Context: an optimization exercise on an open-source flow, tuned for small area, a short achievable clock period and few clock cycles per item. The choices shown serve that exercise and are no tape-out recipe. In this exercise RTL edits were held to simulation tests only and were not proved equivalent to the original. Power and IR drop assume default switching activity.

==> inputs of run a <==
## layer_ctrl_top
module layer_ctrl_top
(
	input  logic                 clk,
	input  logic                 arst_n,
	input  logic                 lc_isolation,
	input  logic [LC_ADDR_W-1:0] rx_addr,
	input  logic [LC_DATA_W-1:0] rx_data,
	input  logic                 rx_req,
	input  logic                 rx_pend,
	output logic                 rx_ack,
	output logic [LC_ADDR_W-1:0] tx_addr,
	output logic [LC_DATA_W-1:0] tx_data,
	output logic                 tx_req,
	output logic                 tx_pend,
	input  logic                 tx_ack
);
Settings: LEC_CHECK=0, CAP_MARGIN=20, CORE_MARGIN=2, CORE_UTILIZATION=40, SLEW_MARGIN=20; clock period 5.0 ns.
run.sh (not shown) runs the stock make flow with config.mk's settings and CLKGATE_MAP_FILE= SYNTH_SCRIPT=/design/flow/synth_recipe.tcl, a recipe that flattens the netlist after the stock synthesis.
==> inputs of run b, as changes to run a <==
--- a/flow/design.v
+++ b/flow/design.v
@@ -25,20 +25,28 @@
 	input  logic                 len_load,
 	input  logic [LC_CNT_W-1:0]  cnt_len,
 	input  logic                 cnt_step,
 	input  logic                 len_step,
 	output logic [LC_ADDR_W-1:0] cnt_addr,
+	output logic [LC_ADDR_W-1:0] cnt_next,
 	output logic [LC_CNT_W-1:0]  remain
 );
+	always_comb
+	begin
+		if (cnt_load)
+			cnt_next = cnt_start;
+		else if (cnt_step)
+			cnt_next = cnt_addr + 1'b1;
+		else
+			cnt_next = cnt_addr;
+	end
 	always_ff @(posedge clk or negedge arst_n)
 	begin
 		if (!arst_n)
 			cnt_addr <= '0;
-		else if (cnt_load)
-			cnt_addr <= cnt_start;
-		else if (cnt_step)
-			cnt_addr <= cnt_addr + 1'b1;
+		else
+			cnt_addr <= cnt_next;
 	end
 	always_ff @(posedge clk or negedge arst_n)
 	begin
 		if (!arst_n)
 			remain <= '0;
@@ -55,11 +63,11 @@
 	input  logic                    clk,
 	input  logic                    arst_n,
 	input  logic                    rf_load,
 	input  logic [LC_RF_ADDR_W-1:0] rf_waddr,
 	input  logic [LC_RF_DATA_W-1:0] rf_wdata,
-	input  logic [LC_RF_ADDR_W-1:0] rf_raddr,
+	input  logic [LC_RF_DEPTH-1:0]  rf_rsel,
 	output logic [LC_RF_DATA_W-1:0] rf_rdata
 );
 	logic [LC_RF_DATA_W-1:0] regs [LC_RF_DEPTH];
 	logic [LC_RF_DEPTH-1:0] valid;
 	always_ff @(posedge clk or negedge arst_n)
@@ -72,30 +80,50 @@
 	always_ff @(posedge clk)
 	begin
 		if (rf_load)
 			regs[rf_waddr] <= rf_wdata;
 	end
-	assign rf_rdata = valid[rf_raddr] ? regs[rf_raddr] : '0;
+	always_comb
+	begin
+		rf_rdata = '0;
+		for (int i = 0; i < LC_RF_DEPTH; i++)
+			rf_rdata = rf_rdata | (regs[i] & {LC_RF_DATA_W{rf_rsel[i] & valid[i]}});
+	end
 endmodule
 `timescale 1ns/10ps
 import lc_pkg::*;
 module lc_mem
 (
 	input  logic                     clk,
 	input  logic                     mem_we,
-	input  logic [LC_MEM_ADDR_W-1:0] mem_waddr,
+	input  logic [LC_MEM_DEPTH-1:0]  mem_ptr,
 	input  logic [LC_DATA_W-1:0]     mem_wdata,
-	input  logic [LC_MEM_ADDR_W-1:0] mem_raddr,
-	output logic [LC_DATA_W-1:0]     mem_rdata
+	input  logic                     mem_ren,
+	output logic [LC_DATA_W-1:0]     mem_rdata_lo,
+	output logic [LC_DATA_W-1:0]     mem_rdata_hi
 );
 	logic [LC_DATA_W-1:0] mem [LC_MEM_DEPTH];
+	logic [LC_DATA_W-1:0] rd_lo;
+	logic [LC_DATA_W-1:0] rd_hi;
 	always_ff @(posedge clk)
 	begin
-		if (mem_we)
-			mem[mem_waddr] <= mem_wdata;
+		for (int i = 0; i < LC_MEM_DEPTH; i++)
+			if (mem_we && mem_ptr[i])
+				mem[i] <= mem_wdata;
+	end
+	always_comb
+	begin
+		rd_lo = '0;
+		rd_hi = '0;
+		for (int i = 0; i < LC_MEM_DEPTH / 2; i++)
+		begin
+			rd_lo = rd_lo | (mem[i] & {LC_DATA_W{mem_ptr[i]}});
+			rd_hi = rd_hi | (mem[i + LC_MEM_DEPTH / 2] & {LC_DATA_W{mem_ptr[i + LC_MEM_DEPTH / 2]}});
+		end
+		mem_rdata_lo = rd_lo & {LC_DATA_W{mem_ren}};
+		mem_rdata_hi = rd_hi & {LC_DATA_W{mem_ren}};
 	end
-	assign mem_rdata = mem[mem_raddr];
 endmodule
 `timescale 1ns/10ps
 import lc_pkg::*;
 module lc_isolation
 (
@@ -129,13 +157,18 @@
 	input  logic [LC_DATA_W-1:0]     rx_data,
 	input  logic                     rx_req,
 	input  logic                     rx_pend,
 	input  logic                     tx_ack,
 	input  logic [LC_RF_DATA_W-1:0]  rf_rdata,
-	input  logic [LC_DATA_W-1:0]     mem_rdata,
+	input  logic [LC_DATA_W-1:0]     mem_rdata_lo,
+	input  logic [LC_DATA_W-1:0]     mem_rdata_hi,
 	input  logic [LC_ADDR_W-1:0]     cnt_addr,
+	input  logic [LC_ADDR_W-1:0]     cnt_next,
 	input  logic [LC_CNT_W-1:0]      remain,
+	output logic [LC_MEM_DEPTH-1:0]  mem_ptr,
+	output logic                     mem_ren,
+	output logic [LC_RF_DEPTH-1:0]   rf_rsel,
 	output logic                     rx_ack_lc,
 	output logic [LC_ADDR_W-1:0]     tx_addr_lc,
 	output logic [LC_DATA_W-1:0]     tx_data_lc,
 	output logic                     tx_req_lc,
 	output logic                     tx_pend_lc,
@@ -150,10 +183,13 @@
 	logic [LC_FUNC_W-1:0] func;
 	logic take;
 	logic is_read;
 	logic in_msg;
 	logic rd_mem;
+	logic rd_mem_next;
+	logic [LC_DATA_W-1:0] tx_lo;
+	logic [LC_DATA_W-1:0] tx_hi;
 	logic tx_raise;
 	logic tx_done;
 	assign func = rx_addr[LC_FUNC_W-1:0];
 	assign take = rx_req && !rx_ack_lc;
 	assign is_read = (func == FUNC_RF_RD) || (func == FUNC_MEM_RD);
@@ -179,17 +215,26 @@
 		end
 	end
 	always_ff @(posedge clk)
 	begin
 		if (take && is_read)
-		begin
 			tx_addr_lc <= rx_data[15:8];
-			rd_mem <= func[1];
-		end
+		rd_mem <= rd_mem_next;
 		tx_pend_lc <= (remain != LC_CNT_W'(1));
-		tx_data_lc <= rd_mem ? mem_rdata : {cnt_addr, rf_rdata};
+		tx_lo <= mem_rdata_lo | {cnt_addr & {LC_ADDR_W{!rd_mem}}, rf_rdata};
+		tx_hi <= mem_rdata_hi;
+	end
+	assign rd_mem_next = (take && is_read) ? func[1] : rd_mem;
+	always_ff @(posedge clk)
+	begin
+		for (int i = 0; i < LC_MEM_DEPTH; i++)
+			mem_ptr[i] <= (cnt_next[LC_MEM_ADDR_W-1:0] == LC_MEM_ADDR_W'(i));
+		for (int i = 0; i < LC_RF_DEPTH; i++)
+			rf_rsel[i] <= !rd_mem_next && (cnt_next[LC_RF_ADDR_W-1:0] == LC_RF_ADDR_W'(i));
 	end
+	assign mem_ren = rd_mem;
+	assign tx_data_lc = tx_lo | tx_hi;
 	assign rf_load = take && (func == FUNC_RF_WR);
 	assign mem_we = take && (func == FUNC_MEM_WR) && in_msg;
 	assign cnt_load = take && (is_read || (func == FUNC_MEM_WR && !in_msg));
 	assign cnt_start = is_read ? rx_data[31:24] : rx_data[7:0];
 	assign cnt_step = mem_we || tx_done;
@@ -220,30 +265,40 @@
 	logic tx_req_lc;
 	logic tx_pend_lc;
 	logic rf_load;
 	logic [LC_RF_DATA_W-1:0] rf_rdata;
 	logic mem_we;
-	logic [LC_DATA_W-1:0] mem_rdata;
+	logic [LC_DATA_W-1:0] mem_rdata_lo;
+	logic [LC_DATA_W-1:0] mem_rdata_hi;
 	logic cnt_load;
 	logic [LC_ADDR_W-1:0] cnt_start;
 	logic len_load;
 	logic cnt_step;
 	logic len_step;
 	logic [LC_ADDR_W-1:0] cnt_addr;
+	logic [LC_ADDR_W-1:0] cnt_next;
 	logic [LC_CNT_W-1:0] remain;
+	logic [LC_MEM_DEPTH-1:0] mem_ptr;
+	logic mem_ren;
+	logic [LC_RF_DEPTH-1:0] rf_rsel;
 	lc_fsm u_fsm (
 		.clk        (clk),
 		.arst_n     (arst_n),
 		.rx_addr    (rx_addr),
 		.rx_data    (rx_data),
 		.rx_req     (rx_req),
 		.rx_pend    (rx_pend),
 		.tx_ack     (tx_ack),
 		.rf_rdata   (rf_rdata),
-		.mem_rdata  (mem_rdata),
+		.mem_rdata_lo (mem_rdata_lo),
+		.mem_rdata_hi (mem_rdata_hi),
 		.cnt_addr   (cnt_addr),
+		.cnt_next   (cnt_next),
 		.remain     (remain),
+		.mem_ptr    (mem_ptr),
+		.mem_ren    (mem_ren),
+		.rf_rsel    (rf_rsel),
 		.rx_ack_lc  (rx_ack_lc),
 		.tx_addr_lc (tx_addr_lc),
 		.tx_data_lc (tx_data_lc),
 		.tx_req_lc  (tx_req_lc),
 		.tx_pend_lc (tx_pend_lc),
@@ -263,10 +318,11 @@
 		.len_load  (len_load),
 		.cnt_len   (rx_data[23:16]),
 		.cnt_step  (cnt_step),
 		.len_step  (len_step),
 		.cnt_addr  (cnt_addr),
+		.cnt_next  (cnt_next),
 		.remain    (remain)
 	);
 	lc_isolation u_isolation (
 		.lc_isolation (lc_isolation),
 		.rx_ack_lc    (rx_ack_lc),
@@ -284,17 +340,18 @@
 		.clk      (clk),
 		.arst_n   (arst_n),
 		.rf_load  (rf_load),
 		.rf_waddr (rx_data[27:24]),
 		.rf_wdata (rx_data[23:0]),
-		.rf_raddr (cnt_addr[LC_RF_ADDR_W-1:0]),
+		.rf_rsel  (rf_rsel),
 		.rf_rdata (rf_rdata)
 	);
 	lc_mem u_mem (
 		.clk       (clk),
 		.mem_we    (mem_we),
-		.mem_waddr (cnt_addr[LC_MEM_ADDR_W-1:0]),
+		.mem_ptr   (mem_ptr),
 		.mem_wdata (rx_data),
-		.mem_raddr (cnt_addr[LC_MEM_ADDR_W-1:0]),
-		.mem_rdata (mem_rdata)
+		.mem_ren   (mem_ren),
+		.mem_rdata_lo (mem_rdata_lo),
+		.mem_rdata_hi (mem_rdata_hi)
 	);
 endmodule
==> flow/flow/run.sh (new file) <==
#!/bin/bash
# The standard layout, with the isolation input and every output port placed
# together on the die's edge, so that the isolation clamp's net stays short,
# and buf_4 as the port buffers.
set -euo pipefail
export BUFFER_PORTS_ARGS="-buffer_cell sky130_fd_sc_hd__buf_4"
export PLACE_PINS_ARGS="-group_pins {lc_isolation rx_ack tx_req tx_pend tx_addr[0] tx_addr[1] tx_addr[2] tx_addr[3] tx_addr[4] tx_addr[5] tx_addr[6] tx_addr[7] tx_data[0] tx_data[1] tx_data[2] tx_data[3] tx_data[4] tx_data[5] tx_data[6] tx_data[7] tx_data[8] tx_data[9] tx_data[10] tx_data[11] tx_data[12] tx_data[13] tx_data[14] tx_data[15] tx_data[16] tx_data[17] tx_data[18] tx_data[19] tx_data[20] tx_data[21] tx_data[22] tx_data[23] tx_data[24] tx_data[25] tx_data[26] tx_data[27] tx_data[28] tx_data[29] tx_data[30] tx_data[31]}"
bash standard.sh > standard.log 2>&1
==> flow/standard.sh (new file) <==
#!/bin/bash
# synth_recipe.tcl (not shown) runs the flow's synth.tcl, then flattens the netlist and writes it again
# the make line also repeats each setting of config.mk as NAME=value (left out here)
make -C /OpenROAD-flow-scripts/flow DESIGN_CONFIG=/design/flow/config.mk WORK_HOME=/design/flow/orfs CLKGATE_MAP_FILE= SYNTH_SCRIPT=/design/flow/synth_recipe.tcl "${@:-finish}"
--- a/flow/config.mk
+++ b/flow/config.mk
@@ -5,7 +5,11 @@
 export SDC_FILE = /design/flow/constraint.sdc
 export NUM_CORES = 4
 export LEC_CHECK = 0
 export CAP_MARGIN = 20
 export CORE_MARGIN = 2
-export CORE_UTILIZATION = 40
+export CORE_UTILIZATION = 45
+export CTS_CLUSTER_DIAMETER = 80
+export CTS_CLUSTER_SIZE = 24
+export SETUP_SLACK_MARGIN = 2.6
 export SLEW_MARGIN = 20
+export TNS_END_PERCENT = 5
removed: flow/run.sh
==> inputs of run c, as changes to run a <==
--- a/flow/design.v
+++ b/flow/design.v
@@ -25,20 +25,28 @@
 	input  logic                 len_load,
 	input  logic [LC_CNT_W-1:0]  cnt_len,
 	input  logic                 cnt_step,
 	input  logic                 len_step,
 	output logic [LC_ADDR_W-1:0] cnt_addr,
+	output logic [LC_ADDR_W-1:0] cnt_next,
 	output logic [LC_CNT_W-1:0]  remain
 );
+	always_comb
+	begin
+		if (cnt_load)
+			cnt_next = cnt_start;
+		else if (cnt_step)
+			cnt_next = cnt_addr + 1'b1;
+		else
+			cnt_next = cnt_addr;
+	end
 	always_ff @(posedge clk or negedge arst_n)
 	begin
 		if (!arst_n)
 			cnt_addr <= '0;
-		else if (cnt_load)
-			cnt_addr <= cnt_start;
-		else if (cnt_step)
-			cnt_addr <= cnt_addr + 1'b1;
+		else
+			cnt_addr <= cnt_next;
 	end
 	always_ff @(posedge clk or negedge arst_n)
 	begin
 		if (!arst_n)
 			remain <= '0;
@@ -55,11 +63,11 @@
 	input  logic                    clk,
 	input  logic                    arst_n,
 	input  logic                    rf_load,
 	input  logic [LC_RF_ADDR_W-1:0] rf_waddr,
 	input  logic [LC_RF_DATA_W-1:0] rf_wdata,
-	input  logic [LC_RF_ADDR_W-1:0] rf_raddr,
+	input  logic [LC_RF_DEPTH-1:0]  rf_rsel,
 	output logic [LC_RF_DATA_W-1:0] rf_rdata
 );
 	logic [LC_RF_DATA_W-1:0] regs [LC_RF_DEPTH];
 	logic [LC_RF_DEPTH-1:0] valid;
 	always_ff @(posedge clk or negedge arst_n)
@@ -72,30 +80,40 @@
 	always_ff @(posedge clk)
 	begin
 		if (rf_load)
 			regs[rf_waddr] <= rf_wdata;
 	end
-	assign rf_rdata = valid[rf_raddr] ? regs[rf_raddr] : '0;
+	always_comb
+	begin
+		rf_rdata = '0;
+		for (int i = 0; i < LC_RF_DEPTH; i++)
+			rf_rdata = rf_rdata | (regs[i] & {LC_RF_DATA_W{rf_rsel[i] & valid[i]}});
+	end
 endmodule
 `timescale 1ns/10ps
 import lc_pkg::*;
 module lc_mem
 (
 	input  logic                     clk,
 	input  logic                     mem_we,
 	input  logic [LC_MEM_ADDR_W-1:0] mem_waddr,
 	input  logic [LC_DATA_W-1:0]     mem_wdata,
-	input  logic [LC_MEM_ADDR_W-1:0] mem_raddr,
+	input  logic [LC_MEM_DEPTH-1:0]  mem_rsel,
 	output logic [LC_DATA_W-1:0]     mem_rdata
 );
 	logic [LC_DATA_W-1:0] mem [LC_MEM_DEPTH];
 	always_ff @(posedge clk)
 	begin
 		if (mem_we)
 			mem[mem_waddr] <= mem_wdata;
 	end
-	assign mem_rdata = mem[mem_raddr];
+	always_comb
+	begin
+		mem_rdata = '0;
+		for (int i = 0; i < LC_MEM_DEPTH; i++)
+			mem_rdata = mem_rdata | (mem[i] & {LC_DATA_W{mem_rsel[i]}});
+	end
 endmodule
 `timescale 1ns/10ps
 import lc_pkg::*;
 module lc_isolation
 (
@@ -131,16 +149,20 @@
 	input  logic                     rx_pend,
 	input  logic                     tx_ack,
 	input  logic [LC_RF_DATA_W-1:0]  rf_rdata,
 	input  logic [LC_DATA_W-1:0]     mem_rdata,
 	input  logic [LC_ADDR_W-1:0]     cnt_addr,
+	input  logic [LC_ADDR_W-1:0]     cnt_next,
 	input  logic [LC_CNT_W-1:0]      remain,
+	output logic [LC_MEM_DEPTH-1:0]  mem_rsel,
+	output logic [LC_RF_DEPTH-1:0]   rf_rsel,
 	output logic                     rx_ack_lc,
 	output logic [LC_ADDR_W-1:0]     tx_addr_lc,
 	output logic [LC_DATA_W-1:0]     tx_data_lc,
 	output logic                     tx_req_lc,
 	output logic                     tx_pend_lc,
+	output logic [LC_DATA_W-1:0]     wr_word,
 	output logic                     rf_load,
 	output logic                     mem_we,
 	output logic                     cnt_load,
 	output logic [LC_ADDR_W-1:0]     cnt_start,
 	output logic                     len_load,
@@ -150,10 +172,11 @@
 	logic [LC_FUNC_W-1:0] func;
 	logic take;
 	logic is_read;
 	logic in_msg;
 	logic rd_mem;
+	logic rd_mem_next;
 	logic tx_raise;
 	logic tx_done;
 	assign func = rx_addr[LC_FUNC_W-1:0];
 	assign take = rx_req && !rx_ack_lc;
 	assign is_read = (func == FUNC_RF_RD) || (func == FUNC_MEM_RD);
@@ -164,34 +187,43 @@
 		if (!arst_n)
 		begin
 			rx_ack_lc <= 1'b0;
 			tx_req_lc <= 1'b0;
 			in_msg <= 1'b0;
+			rf_load <= 1'b0;
+			mem_we <= 1'b0;
 		end
 		else
 		begin
 			rx_ack_lc <= rx_req;
+			rf_load <= take && (func == FUNC_RF_WR);
+			mem_we <= take && (func == FUNC_MEM_WR) && in_msg;
 			if (take)
 				in_msg <= rx_pend;
 			if (tx_done)
 				tx_req_lc <= 1'b0;
 			else if (tx_raise)
 				tx_req_lc <= 1'b1;
 		end
 	end
 	always_ff @(posedge clk)
 	begin
+		wr_word <= rx_data;
 		if (take && is_read)
-		begin
 			tx_addr_lc <= rx_data[15:8];
-			rd_mem <= func[1];
-		end
+		rd_mem <= rd_mem_next;
 		tx_pend_lc <= (remain != LC_CNT_W'(1));
-		tx_data_lc <= rd_mem ? mem_rdata : {cnt_addr, rf_rdata};
+		tx_data_lc <= mem_rdata | {cnt_addr & {LC_ADDR_W{!rd_mem}}, rf_rdata};
+	end
+	assign rd_mem_next = (take && is_read) ? func[1] : rd_mem;
+	always_ff @(posedge clk)
+	begin
+		for (int i = 0; i < LC_MEM_DEPTH; i++)
+			mem_rsel[i] <= rd_mem_next && (cnt_next[LC_MEM_ADDR_W-1:0] == LC_MEM_ADDR_W'(i));
+		for (int i = 0; i < LC_RF_DEPTH; i++)
+			rf_rsel[i] <= !rd_mem_next && (cnt_next[LC_RF_ADDR_W-1:0] == LC_RF_ADDR_W'(i));
 	end
-	assign rf_load = take && (func == FUNC_RF_WR);
-	assign mem_we = take && (func == FUNC_MEM_WR) && in_msg;
 	assign cnt_load = take && (is_read || (func == FUNC_MEM_WR && !in_msg));
 	assign cnt_start = is_read ? rx_data[31:24] : rx_data[7:0];
 	assign cnt_step = mem_we || tx_done;
 	assign len_load = take && is_read;
 	assign len_step = tx_done;
@@ -217,21 +249,25 @@
 	logic rx_ack_lc;
 	logic [LC_ADDR_W-1:0] tx_addr_lc;
 	logic [LC_DATA_W-1:0] tx_data_lc;
 	logic tx_req_lc;
 	logic tx_pend_lc;
+	logic [LC_DATA_W-1:0] wr_word;
 	logic rf_load;
 	logic [LC_RF_DATA_W-1:0] rf_rdata;
 	logic mem_we;
 	logic [LC_DATA_W-1:0] mem_rdata;
 	logic cnt_load;
 	logic [LC_ADDR_W-1:0] cnt_start;
 	logic len_load;
 	logic cnt_step;
 	logic len_step;
 	logic [LC_ADDR_W-1:0] cnt_addr;
+	logic [LC_ADDR_W-1:0] cnt_next;
 	logic [LC_CNT_W-1:0] remain;
+	logic [LC_MEM_DEPTH-1:0] mem_rsel;
+	logic [LC_RF_DEPTH-1:0] rf_rsel;
 	lc_fsm u_fsm (
 		.clk        (clk),
 		.arst_n     (arst_n),
 		.rx_addr    (rx_addr),
 		.rx_data    (rx_data),
@@ -239,16 +275,20 @@
 		.rx_pend    (rx_pend),
 		.tx_ack     (tx_ack),
 		.rf_rdata   (rf_rdata),
 		.mem_rdata  (mem_rdata),
 		.cnt_addr   (cnt_addr),
+		.cnt_next   (cnt_next),
 		.remain     (remain),
+		.mem_rsel   (mem_rsel),
+		.rf_rsel    (rf_rsel),
 		.rx_ack_lc  (rx_ack_lc),
 		.tx_addr_lc (tx_addr_lc),
 		.tx_data_lc (tx_data_lc),
 		.tx_req_lc  (tx_req_lc),
 		.tx_pend_lc (tx_pend_lc),
+		.wr_word    (wr_word),
 		.rf_load    (rf_load),
 		.mem_we     (mem_we),
 		.cnt_load   (cnt_load),
 		.cnt_start  (cnt_start),
 		.len_load   (len_load),
@@ -263,10 +303,11 @@
 		.len_load  (len_load),
 		.cnt_len   (rx_data[23:16]),
 		.cnt_step  (cnt_step),
 		.len_step  (len_step),
 		.cnt_addr  (cnt_addr),
+		.cnt_next  (cnt_next),
 		.remain    (remain)
 	);
 	lc_isolation u_isolation (
 		.lc_isolation (lc_isolation),
 		.rx_ack_lc    (rx_ack_lc),
@@ -282,19 +323,19 @@
 	);
 	lc_regfile u_regfile (
 		.clk      (clk),
 		.arst_n   (arst_n),
 		.rf_load  (rf_load),
-		.rf_waddr (rx_data[27:24]),
-		.rf_wdata (rx_data[23:0]),
-		.rf_raddr (cnt_addr[LC_RF_ADDR_W-1:0]),
+		.rf_waddr (wr_word[27:24]),
+		.rf_wdata (wr_word[23:0]),
+		.rf_rsel  (rf_rsel),
 		.rf_rdata (rf_rdata)
 	);
 	lc_mem u_mem (
 		.clk       (clk),
 		.mem_we    (mem_we),
 		.mem_waddr (cnt_addr[LC_MEM_ADDR_W-1:0]),
-		.mem_wdata (rx_data),
-		.mem_raddr (cnt_addr[LC_MEM_ADDR_W-1:0]),
+		.mem_wdata (wr_word),
+		.mem_rsel  (mem_rsel),
 		.mem_rdata (mem_rdata)
 	);
 endmodule
--- a/flow/config.mk
+++ b/flow/config.mk
@@ -5,7 +5,9 @@
 export SDC_FILE = /design/flow/constraint.sdc
 export NUM_CORES = 4
 export LEC_CHECK = 0
 export CAP_MARGIN = 20
 export CORE_MARGIN = 2
-export CORE_UTILIZATION = 40
+export CORE_UTILIZATION = 45
+export SETUP_SLACK_MARGIN = 2.4
 export SLEW_MARGIN = 20
+export TNS_END_PERCENT = 5
==> notes <==
Global-route usage: run a < run b < run c. The highest first-iteration DRC count belongs to run c, the lowest to run a. Die area, highest first: run a, run b, run c. Fmax: run b > run c > run a. The lowest area after synthesis belongs to run c, the highest to run a.
==> figures <==
Final worst-path cycle share: run a 89.1%; run b 57.2%; run c 67.0%
Static Leak: run a 36.7 nW; run b 32.3 nW; run c 33.7 nW
Number of standard cells in the final layout excluding fillers: run a 9162; run b 7987; run c 8144
Height of the die: run a 495 µm; run b 458 µm; run c 457 µm
Synthesized net count: run a 5469; run b 5004; run c 4952
Outcome: run a timing/DRC/antenna clean; run b timing/DRC/antenna clean; run c timing/DRC/antenna clean
DRC marker count from the first detailed-route iteration: run a 8122; run b 9790; run c 11600
Number of placement rows: run a 180; run b 166; run c 166
Number of clock-tree buffers in the layout: run a 359; run b 193; run c 366
HPWL after detailed placement: run a 184000 µm; run b 159000 µm; run c 196000 µm
Total number of clock tree sinks: run a 2509; run b 2621; run c 2623
Testbench counts of run a, summed over its fixed seeds: cycles 11,902, words 5,951.
Testbench counts of run b, summed over its fixed seeds: cycles 11,902, words 5,951.
Testbench counts of run c, summed over its fixed seeds: cycles 11,902, words 5,951.

[static timing again, ports no longer ideal]
Ports are ideal in the flow. The routed layouts listed here were re-timed in OpenROAD.
Step 1, drivers: a clkbuf_16 drives clk and a buf_2 each remaining input, both assumed.
Step 2 moves the port delays by t, midway between the first and last clock arrival at a register: inputs arrive t later, outputs are due t later. That takes back most of the time a late clock gives input paths.
Slacks: ideal / step 1 / step 2; pairs: ideal / step 1.
run	shift t [ns]	setup WS [ns]	hold WS [ns]
run a	0.980	0.544 / 0.544 / 0.309	0.235 / 0.173 / 0.450
run b	0.928	2.142 / 2.062 / 1.351	0.123 / 0.050 / 0.456
run c	1.010	1.650 / 1.650 / 1.300	0.250 / 0.176 / 0.447
After both steps setup and hold are still met in every run listed. The setup slack of run b, which loses most, moves by -0.080 ns with the drivers and by -0.791 ns with both steps.
